Source: an optimization exercise on an open RTL-to-GDS flow (aim: small area and a short achievable clock period). Production flows keep margins and buffers that such runs may drop. In this exercise RTL edits were held to simulation tests only and were not proved equivalent to the original. No driver is modelled on the clock port, so clocking that relies on it looks cheaper here than on a real chip. No activity file was given, so power comes from the tool's default toggle rates.

==> willow: inputs <==
==> flow/design.v <==
module ets_sweep_controller #(
  parameter int RESULT_WIDTH  = 32,
  parameter int DEPTH         = 64,
  parameter int STEP_WIDTH    = 16,
  parameter int SETTLE_CYCLES = 16
) (
  input  logic                    clk,
  input  logic                    reset_n,
  input  logic                    start,
  input  logic                    abort,
  input  logic [STEP_WIDTH-1:0]   step_count,
  output logic                    sampler_request_run,
  input  logic                    sampler_running,
  input  logic                    sampler_result_ready,
  input  logic [RESULT_WIDTH-1:0] sampler_result,
  output logic                    phase_step,
  input  logic                    phase_step_ack,
  output logic                    busy,
  output logic                    done,
  output logic [STEP_WIDTH-1:0]   position,
  input  logic                    rd_en,
  output logic                    rd_valid,
  output logic [RESULT_WIDTH-1:0] rd_data,
  output logic [$clog2(DEPTH):0]  level
);
  localparam int LW   = $clog2(DEPTH) + 1;
  localparam int ROWS = 63;                        
  localparam logic [LW-1:0]         LVL_ONE  = 1;
  localparam logic [STEP_WIDTH-1:0] STEP_ONE = 1;
  localparam logic [3:0]            SET_LOAD = 4'(SETTLE_CYCLES - 1);
  logic s_check, s_wr, s_wack, s_settle, s_drain;   
  logic idle;                                       
  logic [STEP_WIDTH-1:0] count_q;
  logic [3:0]            settle_q;
  logic                  last_q;
  assign idle = ~busy;
  logic abort_eff, to_drain, cnt_nz, full, push, pop, set_last, start_i;
  logic n_check, n_req, n_wr, n_step, n_wack, n_settle, n_drain, n_done, n_busy;
  assign full      = level[LW-1];
  assign cnt_nz    = |step_count;
  assign start_i   = idle & start;
  assign set_last  = (settle_q == 4'd0);
  assign abort_eff = abort & busy & ~s_drain;
  assign to_drain  = abort_eff & ((sampler_request_run & sampler_running) |
                                  (s_wr & ~sampler_result_ready));
  assign push      = s_wr & sampler_result_ready & ~abort;
  assign pop       = rd_en & rd_valid;
  assign n_check  = ~abort_eff & ((start_i & cnt_nz) | (s_check & full) | (s_settle & set_last));
  assign n_req    = ~abort_eff & ((s_check & ~full) | (sampler_request_run & ~sampler_running));
  assign n_wr     = ~abort_eff & ((sampler_request_run & sampler_running) |
                                  (s_wr & ~sampler_result_ready));
  assign n_step   = push & ~last_q;
  assign n_wack   = ~abort_eff & (phase_step | (s_wack & ~phase_step_ack));
  assign n_settle = ~abort_eff & ((s_wack & phase_step_ack) | (s_settle & ~set_last));
  assign n_drain  = to_drain | (s_drain & ~sampler_result_ready);
  assign n_done   = (abort_eff & ~to_drain) | (start_i & ~cnt_nz) | (push & last_q) |
                    (s_drain & sampler_result_ready);
  assign n_busy   = busy ? ~n_done : (start & cnt_nz);
  always_ff @(posedge clk or negedge reset_n) begin
    if (!reset_n) begin
      busy                <= 1'b0;
      done                <= 1'b0;
      s_check             <= 1'b0;
      sampler_request_run <= 1'b0;
      s_wr                <= 1'b0;
      phase_step          <= 1'b0;
      s_wack              <= 1'b0;
      s_settle            <= 1'b0;
      s_drain             <= 1'b0;
      position            <= '0;
    end else begin
      busy                <= n_busy;
      done                <= n_done;
      s_check             <= n_check;
      sampler_request_run <= n_req;
      s_wr                <= n_wr;
      phase_step          <= n_step;
      s_wack              <= n_wack;
      s_settle            <= n_settle;
      s_drain             <= n_drain;
      if (start_i)            position <= '0;
      else if (n_step)        position <= position + STEP_ONE;
    end
  end
  always_ff @(posedge clk) begin
    if (start_i) count_q <= step_count;
    settle_q <= s_wack ? SET_LOAD : settle_q - 4'd1;
    last_q   <= (position + STEP_ONE == count_q);
  end
  logic [LW-1:0] lvl_n;
  logic          ge2_q, ge3, vld_n, ge2_n, h_load, wp_adv, rp_adv;
  logic [7:0]    wh, wl, wh_n, wl_n;
  logic [ROWS-1:0] rring;
  logic [RESULT_WIDTH-1:0] rd_mem;
  assign ge3 = |level[LW-1:2] | (level[1] & level[0]);
  always_comb begin
    lvl_n = level;
    ge2_n = ge2_q;
    if (push & ~pop) begin
      lvl_n = level + LVL_ONE;
      ge2_n = rd_valid;
    end else if (pop & ~push) begin
      lvl_n = level - LVL_ONE;
      ge2_n = ge3;
    end
  end
  assign vld_n = push | ge2_q | (rd_valid & ~rd_en);
  assign h_load = rd_en | ~rd_valid;
  assign rp_adv = ge2_q & rd_en;
  assign wp_adv = push & (ge2_q | (rd_valid & ~rd_en));
  function automatic logic [15:0] ring_next(input logic [7:0] h, input logic [7:0] l);
    logic wrap;
    wrap = l[7] | (h[7] & l[6]);
    ring_next[15:8] = wrap ? {h[6:0], h[7]} : h;
    ring_next[7:0]  = wrap ? 8'd1 : {l[6:0], 1'b0};
  endfunction
  assign {wh_n, wl_n} = ring_next(wh, wl);
  always_ff @(posedge clk or negedge reset_n) begin
    if (!reset_n) begin
      level    <= '0;
      rd_valid <= 1'b0;
      ge2_q    <= 1'b0;
    end else if (start_i) begin
      level    <= '0;
      rd_valid <= 1'b0;
      ge2_q    <= 1'b0;
    end else begin
      level    <= lvl_n;
      rd_valid <= vld_n;
      ge2_q    <= ge2_n;
    end
  end
  always_ff @(posedge clk) begin
    if (start_i) begin
      wh    <= 8'd1;
      wl    <= 8'd1;
      rring <= ROWS'(1);
    end else begin
      if (wp_adv) begin wh <= wh_n; wl <= wl_n; end
      if (rp_adv) rring <= {rring[ROWS-2:0], rring[ROWS-1]};
    end
  end
  logic [RESULT_WIDTH-1:0] rows [ROWS];
  logic [7:0]              wgh;
  logic [ROWS-1:0]         wsel;
  assign wgh = wh & {8{push}};
  always_comb begin
    rd_mem = '0;
    for (int k = 0; k < ROWS; k++) begin
      wsel[k] = wgh[k / 8] & wl[k % 8];
      rd_mem  = rd_mem | (rows[k] & {RESULT_WIDTH{rring[k]}});
    end
  end
  always_ff @(posedge clk) begin
    for (int k = 0; k < ROWS; k++)
      if (wsel[k]) rows[k] <= sampler_result;
    if (h_load) rd_data <= ge2_q ? rd_mem : sampler_result;
  end
endmodule
==> flow/flow/run.sh <==
#!/bin/bash
# Own layout flow: the standard ORFS flow, with one hook after clock-tree synthesis
# (flow/post_cts.tcl) that moves output-port buffers next to the flip-flops that feed them and
# buffers flip-flop outputs with many loads next to the flip-flop, then repairs timing again.
# Ports are buffered with buf_4 (instead of a delay cell) and sizing may change footprints.
# The clock tree is built without dummy loads.
set -euo pipefail
export POST_CTS_TCL="$PWD/flow/post_cts.tcl"
export BUFFER_PORTS_ARGS="-buffer_cell sky130_fd_sc_hd__buf_4"
export CTS_ARGS="-sink_clustering_enable -repair_clock_nets -sink_clustering_size 25 -sink_clustering_max_diameter 100 -dont_use_dummy_load"
bash standard.sh MATCH_CELL_FOOTPRINT=0 finish > standard_flow.log 2>&1
==> flow/flow/post_cts.tcl <==
# Runs inside ORFS's CTS step, after its timing repair and legalisation. The resizer leaves
# flip-flops slow when they drive long wires or many loads, so for each flip-flop output:
# 1. every output-port buffer it feeds is moved next to the flip-flop, so the buffer, not the
#    flip-flop, drives the wire to the pin;
# 2. if it has several other loads, a buffer placed next to the flip-flop takes them over.
# Then cells are legalised and timing is repaired again.
set block [ord::get_db_block]
set bmaster [[ord::get_db] findMaster sky130_fd_sc_hd__buf_6]
proc is_port_buffer {inst} {
  foreach it [$inst getITerms] {
    if {[$it isOutputSignal]} {
      set n [$it getNet]
      if {$n ne "NULL" && [llength [$n getBTerms]] > 0} { return 1 }
    }
  }
  return 0
}
set nm 0
set nb 0
foreach inst [$block getInsts] {
  if {![[$inst getMaster] isSequential]} { continue }
  set loc [$inst getLocation]
  foreach it [$inst getITerms] {
    if {![$it isOutputSignal]} { continue }
    set net [$it getNet]
    if {$net eq "NULL" || [$net getSigType] eq "CLOCK"} { continue }
    set others {}
    foreach ld [$net getITerms] {
      if {$ld eq $it} { continue }
      set li [$ld getInst]
      if {[is_port_buffer $li]} {
        $li setLocation [lindex $loc 0] [lindex $loc 1]
        incr nm
      } else {
        lappend others $ld
      }
    }
    if {[llength $others] + [llength [$net getBTerms]] < 4 || [llength [$net getBTerms]] > 0} { continue }
    incr nb
    set binst [odb::dbInst_create $block $bmaster "ffbuf_$nb"]
    set nnet [odb::dbNet_create $block "ffbuf_net_$nb"]
    foreach ld $others {
      $ld disconnect
      $ld connect $nnet
    }
    foreach bi [$binst getITerms] {
      if {[$bi isInputSignal]} { $bi connect $net }
      if {[$bi isOutputSignal]} { $bi connect $nnet }
    }
    $binst setLocation [lindex $loc 0] [lindex $loc 1]
    $binst setPlacementStatus PLACED
  }
}
puts "post_cts: moved $nm output buffers, buffered $nb flip-flop outputs"
detailed_placement
estimate_parasitics -placement
repair_timing_helper
detailed_placement
check_placement -verbose
report_worst_slack -max
==> flow/standard.sh <==
#!/bin/bash
# synth_recipe.tcl (not shown) runs the flow's synth.tcl, then flattens the netlist and writes it again
# the make line also repeats each setting of config.mk as NAME=value (left out here)
make -C /OpenROAD-flow-scripts/flow DESIGN_CONFIG=/design/flow/config.mk WORK_HOME=/design/flow/orfs CLKGATE_MAP_FILE= SYNTH_SCRIPT=/design/flow/synth_recipe.tcl "${@:-finish}"
==> flow/config.mk <==
export PLATFORM = sky130hd
export DESIGN_NAME = ets_sweep_controller
export DESIGN_NICKNAME = ets_sweep_controller
export VERILOG_FILES = /design/flow/design.v
export SDC_FILE = /design/flow/constraint.sdc
export NUM_CORES = 4
export LEC_CHECK = 0
export CAP_MARGIN = 30
export CORE_MARGIN = 2
export CORE_UTILIZATION = 48
export CTS_CLUSTER_DIAMETER = 100
export CTS_CLUSTER_SIZE = 25
export SETUP_SLACK_MARGIN = 3.0
export SLEW_MARGIN = 30
==> flow/constraint.sdc <==
create_clock -name core_clock -period 5.5 [get_ports {clk}]
set_input_delay 1.1000 -clock core_clock [delete_from_list [all_inputs] [get_ports {clk}]]
set_output_delay 1.1000 -clock core_clock [all_outputs]
set_load 0.01 [all_outputs]
==> yarrow: changes against willow <==
--- a/flow/design.v
+++ b/flow/design.v
@@ -89,71 +89,55 @@
   end
   logic [LW-1:0] lvl_n;
-  logic          ge2_q, ge3, vld_n, ge2_n, h_load, wp_adv, rp_adv;
-  logic [7:0]    wh, wl, wh_n, wl_n;
-  logic [ROWS-1:0] rring;
+  logic          ge2, vld_n;
+  logic          h_mem, h_din, wp_adv, rp_adv;
+  logic [5:0]    wp, rp;
   logic [RESULT_WIDTH-1:0] rd_mem;
-  assign ge3 = |level[LW-1:2] | (level[1] & level[0]);
+  assign ge2 = |level[LW-1:1];
   always_comb begin
     lvl_n = level;
-    ge2_n = ge2_q;
-    if (push & ~pop) begin
-      lvl_n = level + LVL_ONE;
-      ge2_n = rd_valid;
-    end else if (pop & ~push) begin
-      lvl_n = level - LVL_ONE;
-      ge2_n = ge3;
-    end
+    if (push & ~pop)      lvl_n = level + LVL_ONE;
+    else if (pop & ~push) lvl_n = level - LVL_ONE;
   end
-  assign vld_n = push | ge2_q | (rd_valid & ~rd_en);
-  assign h_load = rd_en | ~rd_valid;
-  assign rp_adv = ge2_q & rd_en;
-  assign wp_adv = push & (ge2_q | (rd_valid & ~rd_en));
-  function automatic logic [15:0] ring_next(input logic [7:0] h, input logic [7:0] l);
-    logic wrap;
-    wrap = l[7] | (h[7] & l[6]);
-    ring_next[15:8] = wrap ? {h[6:0], h[7]} : h;
-    ring_next[7:0]  = wrap ? 8'd1 : {l[6:0], 1'b0};
+  assign vld_n = push | ge2 | (rd_valid & ~rd_en);
+  assign h_mem  = ge2 & rd_en;
+  assign h_din  = ~ge2 & (~rd_valid | rd_en);
+  assign rp_adv = h_mem;
+  assign wp_adv = push & ~h_din;
+  function automatic logic [5:0] lfsr_next(input logic [5:0] p);
+    lfsr_next = {p[4:0], p[5] ^ p[4]};
   endfunction
-  assign {wh_n, wl_n} = ring_next(wh, wl);
   always_ff @(posedge clk or negedge reset_n) begin
     if (!reset_n) begin
       level    <= '0;
       rd_valid <= 1'b0;
-      ge2_q    <= 1'b0;
+      wp       <= 6'd1;
+      rp       <= 6'd1;
     end else if (start_i) begin
       level    <= '0;
       rd_valid <= 1'b0;
-      ge2_q    <= 1'b0;
+      wp       <= 6'd1;
+      rp       <= 6'd1;
     end else begin
       level    <= lvl_n;
       rd_valid <= vld_n;
-      ge2_q    <= ge2_n;
+      if (wp_adv) wp <= lfsr_next(wp);
+      if (rp_adv) rp <= lfsr_next(rp);
+    end
+  end
+  logic [RESULT_WIDTH-1:0] rows [1:ROWS];
+  logic [ROWS:1]           wsel, rsel;
+  always_comb begin
+    rd_mem = '0;
+    for (int k = 1; k <= ROWS; k++) begin
+      wsel[k] = push & (wp == 6'(k));
+      rsel[k] = (rp == 6'(k));
+      rd_mem  = rd_mem | (rows[k] & {RESULT_WIDTH{rsel[k]}});
     end
   end
   always_ff @(posedge clk) begin
-    if (start_i) begin
-      wh    <= 8'd1;
-      wl    <= 8'd1;
-      rring <= ROWS'(1);
-    end else begin
-      if (wp_adv) begin wh <= wh_n; wl <= wl_n; end
-      if (rp_adv) rring <= {rring[ROWS-2:0], rring[ROWS-1]};
-    end
-  end
-  logic [RESULT_WIDTH-1:0] rows [ROWS];
-  logic [7:0]              wgh;
-  logic [ROWS-1:0]         wsel;
-  assign wgh = wh & {8{push}};
-  always_comb begin
-    rd_mem = '0;
-    for (int k = 0; k < ROWS; k++) begin
-      wsel[k] = wgh[k / 8] & wl[k % 8];
-      rd_mem  = rd_mem | (rows[k] & {RESULT_WIDTH{rring[k]}});
-    end
-  end
-  always_ff @(posedge clk) begin
-    for (int k = 0; k < ROWS; k++)
+    for (int k = 1; k <= ROWS; k++)
       if (wsel[k]) rows[k] <= sampler_result;
-    if (h_load) rd_data <= ge2_q ? rd_mem : sampler_result;
+    if (h_mem)      rd_data <= rd_mem;
+    else if (h_din) rd_data <= sampler_result;
   end
 endmodule
==> flow/run.sh (new file) <==
#!/bin/bash
# synth_recipe.tcl (not shown) runs the flow's synth.tcl, then flattens the netlist and writes it again
# the make line also repeats each setting of config.mk as NAME=value (left out here)
make -C /OpenROAD-flow-scripts/flow DESIGN_CONFIG=/design/flow/config.mk WORK_HOME=/design/flow/orfs CLKGATE_MAP_FILE= SYNTH_SCRIPT=/design/flow/synth_recipe.tcl finish
- CAP_MARGIN: 30 -> 20
- CORE_UTILIZATION: 48 -> 40
- CTS_CLUSTER_DIAMETER: 100 -> unset
- CTS_CLUSTER_SIZE: 25 -> unset
- SETUP_SLACK_MARGIN: 3.0 -> unset
- SLEW_MARGIN: 30 -> 20
removed: flow/flow/run.sh
removed: flow/flow/post_cts.tcl
removed: flow/standard.sh
==> ember: changes against willow <==
--- a/flow/flow/post_cts.tcl
+++ b/flow/flow/post_cts.tcl
@@ -6,5 +6,5 @@
 # Then cells are legalised and timing is repaired again.
 set block [ord::get_db_block]
-set bmaster [[ord::get_db] findMaster sky130_fd_sc_hd__buf_6]
+set bmaster [[ord::get_db] findMaster sky130_fd_sc_hd__buf_4]
 proc is_port_buffer {inst} {
   foreach it [$inst getITerms] {
- SETUP_SLACK_MARGIN: 3.0 -> 3.1
==> maple: changes against willow <==
--- a/flow/flow/post_cts.tcl
+++ b/flow/flow/post_cts.tcl
@@ -6,5 +6,5 @@
 # Then cells are legalised and timing is repaired again.
 set block [ord::get_db_block]
-set bmaster [[ord::get_db] findMaster sky130_fd_sc_hd__buf_6]
+set bmaster [[ord::get_db] findMaster sky130_fd_sc_hd__buf_4]
 proc is_port_buffer {inst} {
   foreach it [$inst getITerms] {
- SETUP_SLACK_MARGIN: 3.0 -> 3.15
==> summary.txt <==
- Between maple and yarrow, the lower power is in maple (gap about 17%, measured against yarrow).
- Against yarrow, the area after synthesis of ember is larger by 1.0%.
- In sequential power, ember and willow hardly differ.
- In yarrow the synthesized cell count is larger than in willow, by 0.73%.
==> figures <==
Max stage delay cell, worst path: ember dfxtp_4; yarrow nor4_1; willow a221oi_2; maple nand4_1
Fraction of final layout cells with drive strength greater than 1: ember 16.4%; yarrow 14.3%; willow 15.9%; maple 21.0%
Non-CTS inverters: ember 13; yarrow 19; willow 13; maple 13
Mux share of post-synthesis cell area: ember 0.284%; yarrow 0.224%; willow 0.284%; maple 0.284%
Buffers and inverters on the worst path: ember 3; yarrow 1; willow 1; maple 2
Met2 GRT Util: ember 55.4%; yarrow 47.9%; willow 56.1%; maple 56.0%
Outcome: ember complete, no violations; yarrow complete, no violations; willow complete, no violations; maple complete, no violations
Final Util: ember 53.9%; yarrow 47.0%; willow 54.1%; maple 56.5%
Final setup skew: ember 0.0960 ns; yarrow 0.0791 ns; willow 0.0750 ns; maple 0.102 ns
Clock power share: ember 27.2%; yarrow 38.2%; willow 27.5%; maple 27.2%

port drivers added, routing unchanged:
The results above use ideal ports. As a check the final layouts listed here were re-extracted and re-timed, cells and wires unchanged. Step 1 (the two cells are an assumption about what drives the block):
set clk [get_ports {clk}]
set_driving_cell -lib_cell sky130_fd_sc_hd__clkbuf_16 $clk
set_driving_cell -lib_cell sky130_fd_sc_hd__buf_2 [delete_from_list [all_inputs] $clk]
Step 2, shift: input delay + t, output delay - t, t = (earliest + latest rising clock arrival at the registers) / 2. This alone moves slack from input paths to output paths. a / b / c = no drivers / after step 1 / after step 2; a / b = the first two.
run	shift t [ns]	setup slack, ns	latest minus earliest clock arrival (ns)	worst register clock-pin slew, ns
willow	0.812	2.900 / 2.900 / 2.190	0.105 / 0.105	0.11 / 0.11
yarrow	0.946	0.942 / 0.942 / 0.942	0.089 / 0.089	0.07 / 0.07
ember	0.798	3.024 / 2.965 / 2.320	0.099 / 0.099	0.11 / 0.11
maple	0.830	2.888 / 2.888 / 2.375	0.122 / 0.122	0.11 / 0.11
After both steps setup and hold are still met in every run listed. The setup slack of willow, which loses most, moves by 0.000 ns with the drivers and by -0.710 ns with both steps.
